What follows belongs to an exercise in optimizing a design on an open flow for small area, a short achievable clock period and few clock cycles per item; a production flow would make more cautious choices.
In this exercise RTL edits were held to simulation tests only and were not proved equivalent to the original.
No activity file was given, so power comes from the tool's default toggle rates.

**constraint.sdc**
```tcl
create_clock -name core_clock -period 12.0 [get_ports {clk}]
set_input_delay 2.4000 -clock core_clock [delete_from_list [all_inputs] [get_ports {clk}]]
set_output_delay 2.4000 -clock core_clock [all_outputs]
set_load 0.01 [all_outputs]
```
**flow/abc_tea.script**
```
&get -n
&st
&dch -f
&nf -p
&put
buffer -c
topo
stime -c
upsize -c
dnsize -c
```
**design.v**
```verilog
module tea_iter_core (
  input  logic             clk,
  input  logic             rst,
  input  logic             in_valid,
  output logic             in_ready,
  input  logic             in_decrypt,
  input  logic [63:0]      in_v,
  input  logic [127:0]     in_k,
  output logic             out_valid,
  input  logic             out_ready,
  output logic [63:0]      out_v,
  output logic             out_decrypt
);
  localparam logic [31:0] DELTA        = 32'h9E3779B9;
  localparam logic [31:0] NEG_DELTA    = 32'h61C88647;   
  localparam logic [31:0] SUM_DEC_INIT = 32'hC6EF3720;   
  function automatic logic [31:0] add32(input logic [31:0] x, input logic [31:0] y,
                                        input logic cin);
    logic [31:0] g, p, gg, pp, gn, pn;
    g  = x & y;
    p  = x ^ y;
    gg = g;
    pp = p;
    gg[0] = g[0] | (p[0] & cin);
    for (int l = 0; l < 5; l++) begin
      gn = gg;
      pn = pp;
      for (int i = 0; i < 32; i++) begin
        if ((i >> l) & 1) begin
          gn[i] = gg[i] | (pp[i] & gg[((i >> l) << l) - 1]);
          pn[i] = pp[i] & pp[((i >> l) << l) - 1];
        end
      end
      gg = gn;
      pp = pn;
    end
    add32 = p ^ {gg[30:0], cin};
  endfunction
  logic         run_q;       
  logic         sw_q;        
  logic         fin_q;       
  logic         done_q;      
  logic         idle_q;      
  logic [31:0]  a_q, b_q, sum_q;
  logic [63:0]  kx_q, ky_q;
  logic         dec_q;
  logic         ph_q;        
  logic         in_rdy, accept;
  logic         step, last;
  logic [31:0]  f, b_step;
  assign f = add32(b_q << 4, kx_q[63:32], 1'b0) ^ add32(b_q, sum_q, 1'b0)
           ^ add32(b_q >> 5, kx_q[31:0], 1'b0);
  logic [31:0] f_st;
  logic        d_st;
  assign f_st   = f & {32{~sw_q}};
  assign d_st   = dec_q & ~sw_q;
  assign b_step = add32(a_q ^ {32{d_st}}, f_st, 1'b0) ^ {32{d_st}};
  assign step = run_q & ~sw_q;
  assign last = ph_q & (dec_q ? (sum_q[12] & sum_q[16] & sum_q[28])
                              : (sum_q[5] & ~sum_q[27]));
  assign in_rdy      = idle_q | (done_q & out_ready);
  assign accept      = in_valid & in_rdy;
  assign in_ready    = in_rdy & ~rst;
  assign out_valid   = done_q;
  assign out_v       = {a_q, b_q};
  assign out_decrypt = dec_q;
  always_ff @(posedge clk) begin
    if (rst) begin
      run_q  <= 1'b0;
      done_q <= 1'b0;
      idle_q <= 1'b1;
    end else if (accept) begin
      run_q  <= 1'b1;
      done_q <= 1'b0;
      idle_q <= 1'b0;
    end else if (run_q) begin
      if (sw_q ? fin_q : (last & ~dec_q)) begin
        run_q  <= 1'b0;
        done_q <= 1'b1;
      end
    end else if (out_ready) begin
      done_q <= 1'b0;
      idle_q <= 1'b1;
    end
  end
  always_ff @(posedge clk) begin
    if (accept) begin
      sw_q  <= in_decrypt;
      fin_q <= 1'b0;
    end else if (run_q) begin
      if (sw_q) sw_q <= 1'b0;
      else if (last) begin
        sw_q  <= 1'b1;
        fin_q <= 1'b1;
      end
    end
  end
  always_ff @(posedge clk) begin
    if (run_q) begin
      kx_q <= ~ky_q;
      ky_q <= ~kx_q;
      if (step) ph_q <= ~ph_q;
      sum_q <= sum_q + ((dec_q ? NEG_DELTA : DELTA) & {32{step & ph_q}});
    end else begin
      kx_q  <= in_k[63:0];
      ky_q  <= ~in_k[127:64];
      ph_q  <= 1'b0;
      sum_q <= in_decrypt ? SUM_DEC_INIT : DELTA;
    end
  end
  always_ff @(posedge clk) begin
    if (run_q) begin
      a_q <= b_q;
      b_q <= b_step;
    end else if (accept) begin
      a_q   <= in_v[63:32];
      b_q   <= in_v[31:0];
      dec_q <= in_decrypt;
    end
  end
endmodule
```
**flow/run.sh**
```bash
#!/bin/bash
# Layout flow: the standard flow with three changes.
# - Synthesis is the standard synthesis (synth_recipe.tcl and ORFS's
#   synth.tcl, unchanged, so the registers are the same) except that the
#   final ABC mapping uses flow/abc_tea.script: one delay-oriented &nf
#   mapping with pin permutation, instead of ORFS's five rounds of
#   restructuring, which leaves a smaller netlist at the same speed.
# - Plain buf_1 cells as the port buffers (every port is still buffered).
# - A larger setup margin for ORFS's timing repair, so that repair works
#   towards the period the design can reach instead of stopping at 12 ns.
set -euo pipefail
W=$(pwd)
sed 's|^  log_cmd abc {\*}\$abc_args$|  set abc_args [lreplace $abc_args 1 1 $::env(TEA_ABC_SCRIPT)]\n  log_cmd abc {*}$abc_args|' \
  "$FLOW_HOME/scripts/synth.tcl" > "$W/tea_synth.tcl"
grep -q TEA_ABC_SCRIPT "$W/tea_synth.tcl"
sed "s|source \$::env(SCRIPTS_DIR)/synth.tcl|source $W/tea_synth.tcl|" \
  "$W/synth_recipe.tcl" > "$W/tea_synth_recipe.tcl"
grep -q tea_synth.tcl "$W/tea_synth_recipe.tcl"
export TEA_ABC_SCRIPT="$W/flow/abc_tea.script"
bash standard.sh "BUFFER_PORTS_ARGS=-buffer_cell sky130_fd_sc_hd__buf_1" \
  SETUP_SLACK_MARGIN=6.4 "SYNTH_SCRIPT=$W/tea_synth_recipe.tcl" finish > standard.log 2>&1
```
**config.mk**
```make
export PLATFORM = sky130hd
export DESIGN_NAME = tea_iter_core
export DESIGN_NICKNAME = tea_iter_core
export VERILOG_FILES = /design/flow/design.v
export SDC_FILE = /design/flow/constraint.sdc
export NUM_CORES = 4
export LEC_CHECK = 0
export CAP_MARGIN = 20
export CORE_MARGIN = 2
export CORE_UTILIZATION = 40
export CTS_BUF_LIST = sky130_fd_sc_hd__clkbuf_16
export CTS_CLUSTER_DIAMETER = 100
export CTS_CLUSTER_SIZE = 20
export SLEW_MARGIN = 20
export TNS_END_PERCENT = 0
```
**standard.sh**
```bash
#!/bin/bash
# synth_recipe.tcl (not shown) runs the flow's synth.tcl, then flattens the netlist and writes it again
# the make line also repeats each setting of config.mk as NAME=value (left out here)
make -C /OpenROAD-flow-scripts/flow DESIGN_CONFIG=/design/flow/config.mk WORK_HOME=/design/flow/orfs CLKGATE_MAP_FILE= SYNTH_SCRIPT=/design/flow/synth_recipe.tcl "${@:-finish}"
```
==> impl_metrics.json, run 1 <==
{
  "outcome": "complete, no violations",
  "setup-tns-final_ns": 0,
  "cp_num_buf_inv": 2,
  "cp_common_cell": "buf_1",
  "netlist.area_leader.share": 0.224,
  "cpLargestDelayFamily": "buffers and inverters",
  "synth_seq_area_share": 0.358,
  "setup_ws_ns": 6.77,
  "hold_path.class": "flop to flop",
  "clkTransAtPathRegs_ns": 0.09,
  "crit_fanout": 2,
  "clock_latency_ns": 0.53,
  "post-route-min-period_ns": 5.23,
  "yosys-top-cells-area": "dfxtp_1 (22%), edfxtp_1 (13%), ha_1 (12%), xnor2_1 (10%), a21oi_1 (7.5%)",
  "layout-area-overhead-vs-synth_pct": 13.2,
  "grt_pass1_wl_um": 65300,
  "async_flop_share": 0,
  "skew_ns": 0.0338,
  "slew_viol_final": 0,
  "row_count": 70,
  "clockRootBuffer": "clkbuf_16",
  "critical_path_class": "input pin to primary output",
  "layout_commonest_cell": "buf_1",
  "grtUsageTotal": 0.218,
  "synth_compound_area_frac": 0.150,
  "p_leak_nw": 6.68,
  "fin_crit_sh": 0.436,
  "drive_above_1_share": 0.0386,
  "die_x_um": 196,
  "netlist_area_um2": 14800,
  "layout_common_cells": "buf_1 (263), a21oi_1 (220), nor2_1 (185)",
  "h-tree-depth": 1,
  "drt_iter0_markers": 567,
  "drc": 0,
  "grt_pass1_vias": 11900,
  "dpl.hpwl_um": 33200,
  "start_kind": "input pin",
  "grt_max_degree": 95,
  "syn_inst": 1564,
  "dp_cells": 2252,
  "synth_warnings": 1,
  "final-hold-violation-count": 0,
  "synth_xor_area_frac": 0.153,
  "pre_cts_slack_ns": 6.61,
  "dieArea_um2": 38400,
  "rsz0062_at_grt": "true",
  "critPathRequiredTime_ns": 9.60,
  "antenna_found_initial": 0,
  "tightest_slew_ns": 1.09,
  "power.density_nw_per_um2": 362,
  "first_pass_iters": 5,
  "synthMuxAreaShare": 0.0618,
  "slowest_stage": "a21oi_1",
  "synth_cell_type_count": 57,
  "via_per_inst": 5.26,
  "wire_per_inst_um": 18.6,
  "io_pins": 264,
  "endpoint_kind": "primary output",
  "port_buffers": 263,
  "layout.cells.non_filler": 2280,
  "setup_violations": 0,
  "worstPathCellList": "buf_1, a21oi_1, nor2_1, buf_1",
  "maxCapViolCount": 0,
  "initial_core_util": 0.405,
  "synth_ff_type": "dfxtp_1",
  "syn-num-nets": 1924,
  "ir_drop_mv": 0.168,
  "vias": 12000,
  "slew_headroom": 0.276,
  "max_freq_mhz": 191,
  "max_stage_delay_ns": 0.17,
  "numCtsBuffers": 16,
  "ys_ff_latch": 231,
  "synthAdderAreaFrac": 0.148,
  "grt_overflow": 0,
  "worstPathArrival_ns": 2.83,
  "antenna_cells": 0,
  "die_h_um": 196,
  "core-area_um2": 36400,
  "hold_buffers": 0,
  "cts.sinks": 231,
  "routed_wl_um": 42400,
  "finalNetCount": 2162,
  "syn_avg_cell_area_um2": 9.43,
  "cts_tree": "yes",
  "synth_top_family_by_area": "XOR/XNOR gates",
  "clk_path_buf_depth": 3,
  "synthSimpleGateAreaFrac": 0.104,
  "fill_cells": 3613,
  "yosys.area.top_type": "dfxtp_1",
  "place.gp.congestion": 0.906,
  "synth_edf_count": 66,
  "ant_nets": 0
}
-- kinds of logic after synthesis --
kind of cell / count (synthesis)
compound gates: 378
simple gates: 361
xor+xnor: 245
flops: 231
buf+inv: 98
mux: 88
fa+ha+maj: 163
-- where the power goes --
part / internal [W] / leakage (nW) / switching [W]
Clock: 0.000250 / 0.254 / 0.000298
Sequential: 0.000980 / 2.03 / 0.000196
Combinational: 0.00199 / 4.40 / 0.00234
Total: 0.00322 / 6.68 / 0.00283
-- through the flow --
stage	total power (W)	instance area (um^2)	utilization	hold slack, ns
2_1_floorplan	0.00454	14800	-	0.388
4_1_cts	0.00606	16700	0.458	0.406
5_1_grt	0.00660	16700	0.458	0.410
3_3_place_gp	0.00542	16200	0.445	0.390
6_report	0.00605	16700	0.458	0.394
3_5_place_dp	0.00546	16200	0.445	0.392
-- area by class of cell --
type	instances	area, um^2	area share
Multi-Input combinational cell	1235	9120	0.546
Inverter	47	178	0.0106
Sequential cell	231	5290	0.317
Clock inverter	12	75.1	0.00450
Clock buffer	16	400	0.0240
Tap cell	468	586	0.0351
Timing Repair Buffer	271	1050	0.0627
-- timing repair --
action / in CTS / in global routing
buffers inserted: 0 / 0
setup endpoints to repair: 0 / 8
gates resized for setup: 0 / 6
-- flip-flops by register name, indices dropped and copies added (netlist names), 32 cells and up --
name / cells
kx_q: 64
sum_q: 32
b_q: 32
ky_q: 64
a_q: 32
-- synth_stat cells (3+ instances only) --
library cell    n
a21oi_1       221
nor2_1        185
xnor2_1       172
dfxtp_1       165
ha_1          143
nand2_1        95
edfxtp_1       66
xor2_1         65
mux2i_1        64
o21ai_0        51
inv_1          45
clkbuf_1       39
mux2_2         24
a21o_1         23
fa_1           20
nor2b_1        18
nand3_1        15
nand4_1        13
a31oi_1        12
buf_1          12
o21bai_1       11
nor3_1         10
o21a_1          9
a211oi_1        7
nand2b_1        7
xnor3_1         7
and3_1          6
o311ai_0        6
o31ai_1         5
a41oi_1         4
and2_1          4
a21boi_0        3
o211ai_1        3
or3_1           3
-- routing by layer --
metal | GRT usage | share of wire | vias to the layer above
li1 | - | - | 5989
met1 | 0.274 | 0.43 | 5568
met2 | 0.377 | 0.47 | 368
met3 | 0.0368 | 0.060 | 73
met4 | 0.0811 | 0.042 | 0
met5 | 0 | 0 | -
-- worst reg2reg max path, stage by stage (launching register included) --
cell	delay, ns
edfxtp_1	0.46
ha_1	0.19
inv_1	0.05
fa_1	0.40
o21ai_0	0.30
a21oi_2	0.16
o311a_1	0.46
o21ai_0	0.31
a21o_1	0.18
xor2_1	0.17
xnor2_1	0.13
nor2_1	0.07
ha_1	0.38
a21o_1	0.18
a31oi_1	0.29
nor2_1	0.09
nor3_2	0.27
o21ai_0	0.12
a41oi_1	0.21
xor2_1	0.25
xnor2_1	0.16
a21oi_1	0.08
-- worst paths after layout --
| path | from | slack (ns) | endpoint | depth (start not counted) |
|---|---|---|---|---|
| max | out_ready | 6.77 | in_ready | 4 |
| min | ky_q[4]$_DFF_P_ | 0.39 | kx_q[4]$_DFF_P_ | 1 |
| max reg2reg | b_q[5]$_DFFE_PP_ | 6.77 | b_q[26]$_DFFE_PP_ | 21 |
| min reg2reg | ky_q[4]$_DFF_P_ | 0.39 | kx_q[4]$_DFF_P_ | 1 |
Testbench counts, summed over its fixed seeds: cycles 25,324, items 384.
==> inputs of run 2 (changes only) <==
--- a/flow/run.sh
+++ b/flow/run.sh
@@ -19,3 +19,3 @@
 export TEA_ABC_SCRIPT="$W/flow/abc_tea.script"
 bash standard.sh "BUFFER_PORTS_ARGS=-buffer_cell sky130_fd_sc_hd__buf_1" \
-  SETUP_SLACK_MARGIN=6.4 "SYNTH_SCRIPT=$W/tea_synth_recipe.tcl" finish > standard.log 2>&1
+  SETUP_SLACK_MARGIN=6.5 "SYNTH_SCRIPT=$W/tea_synth_recipe.tcl" finish > standard.log 2>&1
==> impl_metrics.json, run 2 <==
{
  "initial_core_util": 0.405,
  "cts_tree": "yes",
  "clkTransAtPathRegs_ns": 0.09,
  "synth_warnings": 1,
  "synth_ff_type": "dfxtp_1",
  "regToRegSetupSlack_ns": 6.82,
  "netlist.area_leader.share": 0.224,
  "layout-area-overhead-vs-synth_pct": 13.5,
  "yosysMostFrequentCell": "a21oi_1",
  "place.gp.congestion": 0.906,
  "row_count": 70,
  "utilization": 0.459,
  "slew_viol_final": 0,
  "dpl.hpwl_um": 33200,
  "max_freq_mhz": 191,
  "post-route-min-period_ns": 5.23,
  "first_pass_iters": 5,
  "layout_commonest_cell": "buf_1",
  "dieArea_um2": 38400,
  "antenna_cells": 0,
  "synth_common_cells": "a21oi_1 (221), nor2_1 (185), xnor2_1 (172)",
  "grt_pass1_vias": 11900,
  "setup-tns-final_ns": 0,
  "dpl_cell_area_um2": 16200,
  "clockRootBuffer": "clkbuf_16",
  "io_pins": 264,
  "fin_crit_sh": 0.436,
  "drc": 0,
  "async_flop_share": 0,
  "ys_ff_latch": 231,
  "crit_fanout": 2,
  "die_h_um": 196,
  "clk_path_buf_depth": 3,
  "netlist_area_um2": 14800,
  "syn-num-nets": 1924,
  "grt_overflow": 0,
  "rsz0062_at_grt": "true",
  "final_design_area_no_fill_um2": 16700,
  "hold_buffers": 0,
  "drt_iter0_markers": 586,
  "worstPathArrival_ns": 2.83,
  "numCtsBuffers": 16,
  "p_leak_nw": 6.71,
  "setup_violations": 0,
  "antenna_found_initial": 0,
  "endpoint_kind": "primary output",
  "synth_cell_type_count": 57,
  "routed_wl_um": 42500,
  "critical_path_class": "input pin to primary output",
  "ir_drop_mv": 0.177,
  "core-area_um2": 36400,
  "drive_above_1_share": 0.0413,
  "clock_latency_ns": 0.53,
  "start_kind": "input pin",
  "synth_edf_count": 66,
  "synth_seq_area_share": 0.358,
  "yosys.area.top_type": "dfxtp_1",
  "grt_max_degree": 95,
  "wire_per_inst_um": 18.6,
  "syn_inst": 1564,
  "yosys-top-cells-area": "dfxtp_1 (22%), edfxtp_1 (13%), ha_1 (12%), xnor2_1 (10%), a21oi_1 (7.5%)",
  "port_buffers": 263,
  "syn_avg_cell_area_um2": 9.43,
  "tightest_slew_ns": 1.09,
  "power.density_nw_per_um2": 364,
  "ant_nets": 0,
  "h-tree-depth": 1,
  "hold_path.class": "flop to flop",
  "via_per_inst": 5.26,
  "skew_ns": 0.0336,
  "die_x_um": 196,
  "maxCapViolCount": 0,
  "grtUsageTotal": 0.218,
  "slew_headroom": 0.271,
  "finalNetCount": 2166,
  "layout_common_cells": "buf_1 (263), a21oi_1 (219), nor2_1 (185)",
  "critPathRequiredTime_ns": 9.60,
  "outcome": "complete, no violations",
  "vias": 12000,
  "cts.sinks": 231,
  "grt_pass1_wl_um": 65300,
  "reg_top3": "kx_q x64, ky_q x64",
  "final-hold-violation-count": 0
}
## run 2: per-stage QoR
| step | hold WS (ns) | setup WS, ns | std cells | total power (W) |
|---|---|---|---|---|
| floorplan | 0.388 | 6.98 | 1564 | 0.00454 |
| global placement | 0.390 | 6.70 | 2252 | 0.00542 |
| detailed placement | 0.392 | 6.61 | 2252 | 0.00546 |
| CTS | 0.406 | 6.56 | 2280 | 0.00606 |
| global route | 0.410 | 6.41 | 2284 | 0.00666 |
| finish | 0.394 | 6.77 | 2284 | 0.00610 |
## run 2: kinds of logic (layout without fill, tap and decap cells)
| logic type | Yosys count | in the layout | share of synthesized area |
|---|---|---|---|
| compound gates | 378 | 378 | 0.150 |
| xor+xnor | 245 | 245 | 0.153 |
| fa+ha+maj | 163 | 163 | 0.148 |
| buf+inv | 98 | 350 | 0.0250 |
| flops | 231 | 231 | 0.358 |
| mux | 88 | 88 | 0.0618 |
| simple gates | 361 | 361 | 0.104 |
## run 2: routing by layer
metal / up-vias / wire length, um / global-route usage
met2: 381 / 19900 / 0.377
met4: 0 / 1800 / 0.0811
met1: 5551 / 18200 / 0.274
met3: 73 / 2620 / 0.0368
li1: 6001 / - / -
met5: - / 0 / 0
## run 2: final timing paths
check / startpoint / to / cells past startpoint
max reg2reg: b_q[9]$_DFFE_PP_ / b_q[26]$_DFFE_PP_ / 21
min reg2reg: ky_q[4]$_DFF_P_ / kx_q[4]$_DFF_P_ / 1
min: ky_q[4]$_DFF_P_ / kx_q[4]$_DFF_P_ / 1
max: out_ready / in_ready / 4
## run 2: repair_timing
item,4_1_cts,5_1_grt
buffers inserted,0,4
endpoints found under the hold margin,0,0
setup endpoints to repair,0,10
gates resized for setup,0,10
## run 2: cell type report
cell class              instances  area [um^2]
flip-flops and latches        231         5290
clock buffers                  16          400
clock inverters                12         75.1
repair buffers                275         1080
fillers                      3609        19700
multi-input cells            1235         9130
inverters                      47          178
well taps                     468          586
## run 2: critical path, cell delays in order
cell and delay [ns]:
buf_1 0.08, a21oi_1 0.17, nor2_1 0.05, buf_1 0.12
## run 2: power breakdown
part           total [W]  internal [W]  switching (W)
sequential       0.00118      0.000980       0.000196
combinational    0.00438       0.00203        0.00235
clock           0.000547      0.000250       0.000297
total            0.00610       0.00326        0.00284
==> inputs of run 3 (changes only) <==
--- a/flow/run.sh
+++ b/flow/run.sh
@@ -19,3 +19,3 @@
 export TEA_ABC_SCRIPT="$W/flow/abc_tea.script"
 bash standard.sh "BUFFER_PORTS_ARGS=-buffer_cell sky130_fd_sc_hd__buf_1" \
-  SETUP_SLACK_MARGIN=6.5 "SYNTH_SCRIPT=$W/tea_synth_recipe.tcl" finish > standard.log 2>&1
+  SETUP_SLACK_MARGIN=6.6 "SYNTH_SCRIPT=$W/tea_synth_recipe.tcl" finish > standard.log 2>&1
==> impl_metrics.json, run 3 <==
{
  "outcome": "complete, no violations",
  "dpl.hpwl_um": 33200,
  "worstPathArrival_ns": 2.83,
  "critical_path_class": "input pin to primary output",
  "swShare": 0.465,
  "setup-tns-final_ns": 0,
  "start_kind": "input pin",
  "p_int_w": 0.00328,
  "syn-num-nets": 1924,
  "skew_ns": 0.0344,
  "via_per_inst": 5.26,
  "layout_common_cells": "buf_1 (263), a21oi_1 (219), nor2_1 (185)",
  "grtUsageTotal": 0.218,
  "netlist.area_leader.share": 0.224,
  "finalNetCount": 2168,
  "seqCellArea_um2": 5290,
  "clockRootBuffer": "clkbuf_16",
  "place.gp.congestion": 0.906,
  "async_flop_share": 0,
  "row_count": 70,
  "grt_util_met3": 0.0368,
  "power.density_nw_per_um2": 366,
  "drt_iter0_markers": 547,
  "grt_pass1_vias": 11900,
  "first_pass_iters": 5,
  "clkTransAtPathRegs_ns": 0.09,
  "yosys-top-cells-area": "dfxtp_1 (22%), edfxtp_1 (13%), ha_1 (12%), xnor2_1 (10%), a21oi_1 (7.5%)",
  "pwr-share-clk": 0.089,
  "cpLargestDelayFamily": "buffers and inverters",
  "slew_headroom": 0.275,
  "clk_path_buf_depth": 3,
  "grt_pass1_wl_um": 65400,
  "ant_nets": 0,
  "fill_cells": 3610,
  "fin_crit_sh": 0.436,
  "comb_power_share": 0.719,
  "synth_cell_type_count": 57,
  "drc": 0,
  "layout_commonest_cell": "buf_1",
  "antenna_cells": 0,
  "antenna_found_initial": 0,
  "final-hold-violation-count": 0,
  "tightest_slew_ns": 1.09,
  "hold_buffers": 0,
  "seq_power_share": 0.192,
  "numCtsBuffers": 16,
  "maxCapViolCount": 0,
  "wire_per_inst_um": 18.6,
  "netlist_area_um2": 14800,
  "syn_inst": 1564,
  "endpoint_kind": "primary output",
  "syn_avg_cell_area_um2": 9.43,
  "grt_max_degree": 95,
  "cts.sinks": 231,
  "setup_violations": 0,
  "synth_edf_count": 66,
  "drive_above_1_share": 0.0429,
  "routed_wl_um": 42400,
  "rsz0062_at_grt": "true",
  "synth_warnings": 1,
  "die_x_um": 196,
  "die_h_um": 196,
  "synth_common_cells": "a21oi_1 (221), nor2_1 (185), xnor2_1 (172)",
  "busiest_layer": "met2",
  "slew_viol_final": 0,
  "yosys.area.top_type": "dfxtp_1",
  "worstPathCellList": "buf_1, a21oi_1, nor2_1, buf_1",
  "cts_tree": "yes",
  "cp_common_cell": "buf_1",
  "max_freq_mhz": 191,
  "ir_drop_mv": 0.185,
  "reg_top3": "kx_q x64, ky_q x64",
  "grtUsageMet2": 0.378,
  "timing.hold.ws_ns": 0.394,
  "multi_input_area_um2": 9140,
  "slowest_stage": "a21oi_1",
  "ys_ff_latch": 231,
  "max_stage_delay_ns": 0.17,
  "initial_core_util": 0.405,
  "yosysMostFrequentCell": "a21oi_1",
  "layout-area-overhead-vs-synth_pct": 13.6,
  "hold_path.class": "flop to flop",
  "io_pins": 264,
  "synth_seq_area_share": 0.358,
  "dieArea_um2": 38400,
  "critPathRequiredTime_ns": 9.60,
  "power_switching_w": 0.00286,
  "cp_num_buf_inv": 2,
  "core-area_um2": 36400,
  "p_leak_nw": 6.72,
  "met1_usage": 0.274,
  "grt_overflow": 0,
  "clock_latency_ns": 0.53,
  "crit_fanout": 2,
  "vias": 12000,
  "port_buffers": 263,
  "h-tree-depth": 1,
  "post-route-min-period_ns": 5.23,
  "synth_ff_type": "dfxtp_1"
}
-- run 3: cell counts after synthesis --
Identical to the previous run, type by type.
-- run 3: area by class of cell --
| type | instances | area share |
|---|---|---|
| Multi-Input combinational cell | 1235 | 0.545 |
| Sequential cell | 231 | 0.316 |
| Timing Repair Buffer | 277 | 0.0652 |
| Tap cell | 468 | 0.0349 |
| Clock buffer | 16 | 0.0239 |
| Inverter | 47 | 0.0106 |
| Clock inverter | 12 | 0.00448 |
-- run 3: kinds of logic (layout without fill, tap and decap cells) --
family / count (synthesis) / count (layout) / share of synthesized area
simple gates: 361 / 361 / 0.104
mux: 88 / 88 / 0.0618
compound gates: 378 / 378 / 0.150
xor+xnor: 245 / 245 / 0.153
buf+inv: 98 / 352 / 0.0250
flops: 231 / 231 / 0.358
fa+ha+maj: 163 / 163 / 0.148
-- run 3: worst reg2reg max path, cell delays in order, from the launching register on --
cell and delay [ns]:
edfxtp_1 0.50, ha_1 0.40, a21oi_1 0.17, o21ai_0 0.17, a21oi_1 0.17, o41a_1 0.27, clkinv_2 0.15, fa_1 0.40
xnor2_1 0.19, xnor2_1 0.16, xnor2_1 0.14, nor2_1 0.06, ha_1 0.36, a21o_1 0.22, a31oi_2 0.27, nor2_1 0.09
nor3_2 0.23, buf_4 0.15, o21ai_0 0.06, a31oi_1 0.19, xor2_1 0.23, xnor2_1 0.15, a21oi_1 0.09
-- run 3: power groups by stage --
stage          Combinational (W)  Clock [W]  Sequential [W]
3_3_place_gp             0.00423          0         0.00119
5_1_grt                  0.00491   0.000588         0.00119
4_1_cts                  0.00432   0.000568         0.00118
3_5_place_dp             0.00427          0         0.00120
2_1_floorplan            0.00341          0         0.00112
6_report                 0.00441   0.000547         0.00118
-- run 3: routing by layer --
metal | vias to the layer above | routed length [um] | part of all wire
li1 | 5995 | - | -
met1 | 5563 | 18200 | 0.43
met2 | 388 | 19800 | 0.47
met3 | 71 | 2580 | 0.061
met4 | 0 | 1780 | 0.042
met5 | - | 0 | 0
-- run 3: stage by stage --
step / setup WS, ns / utilization / area [um^2] / cells / total power, W
after detailed placement: 6.61 / 0.445 / 16200 / 2252 / 0.00546
after global placement: 6.70 / 0.445 / 16200 / 2252 / 0.00542
final: 6.77 / 0.460 / 16800 / 2286 / 0.00613
after global routing: 6.56 / 0.460 / 16800 / 2286 / 0.00669
after floorplan: 6.98 / - / 14800 / 1564 / 0.00454
after CTS: 6.67 / 0.458 / 16700 / 2280 / 0.00607
-- run 3: timing repair --
action	4_1_cts	5_1_grt
pin swaps	0	3
setup endpoints to repair	1	10
setup buffers	0	6
gates resized for setup	1	13
endpoints found under the hold margin	0	0
-- run 3: worst paths after layout --
| kind | slack (ns) | depth (start not counted) | start | endpoint |
|---|---|---|---|---|
| max | 6.77 | 4 | out_ready | in_ready |
| min | 0.39 | 1 | ky_q[4]$_DFF_P_ | kx_q[4]$_DFF_P_ |
| max reg2reg | 6.89 | 22 | b_q[9]$_DFFE_PP_ | b_q[27]$_DFFE_PP_ |
| min reg2reg | 0.39 | 1 | ky_q[4]$_DFF_P_ | kx_q[4]$_DFF_P_ |

static timing again, ports no longer ideal:
In the flow no input, the clock included, has a driving cell. The finished layouts below were timed again as built, in two steps. Step 1, drivers: a clkbuf_16 drives clk and a buf_2 each remaining input, both assumed. Step 2 moves the port delays by t, midway between the first and last clock arrival at a register: inputs arrive t later, outputs are due t later. That takes back most of the time a late clock gives input paths. Three values: no drivers, after step 1, after step 2; two values: the first two.
run | t, ns | slack for setup (ns) | worst hold slack (ns)
run 1 | 0.567 | 6.771 / 6.751 / 6.751 | 0.394 / 0.394 / 0.394
run 2 | 0.565 | 6.771 / 6.752 / 6.752 | 0.394 / 0.394 / 0.394
run 3 | 0.564 | 6.771 / 6.752 / 6.752 | 0.394 / 0.394 / 0.394
After both steps every run listed still meets setup and hold. The setup slack of run 1, which loses most, moves by -0.020 ns with the drivers and by -0.020 ns with both steps.
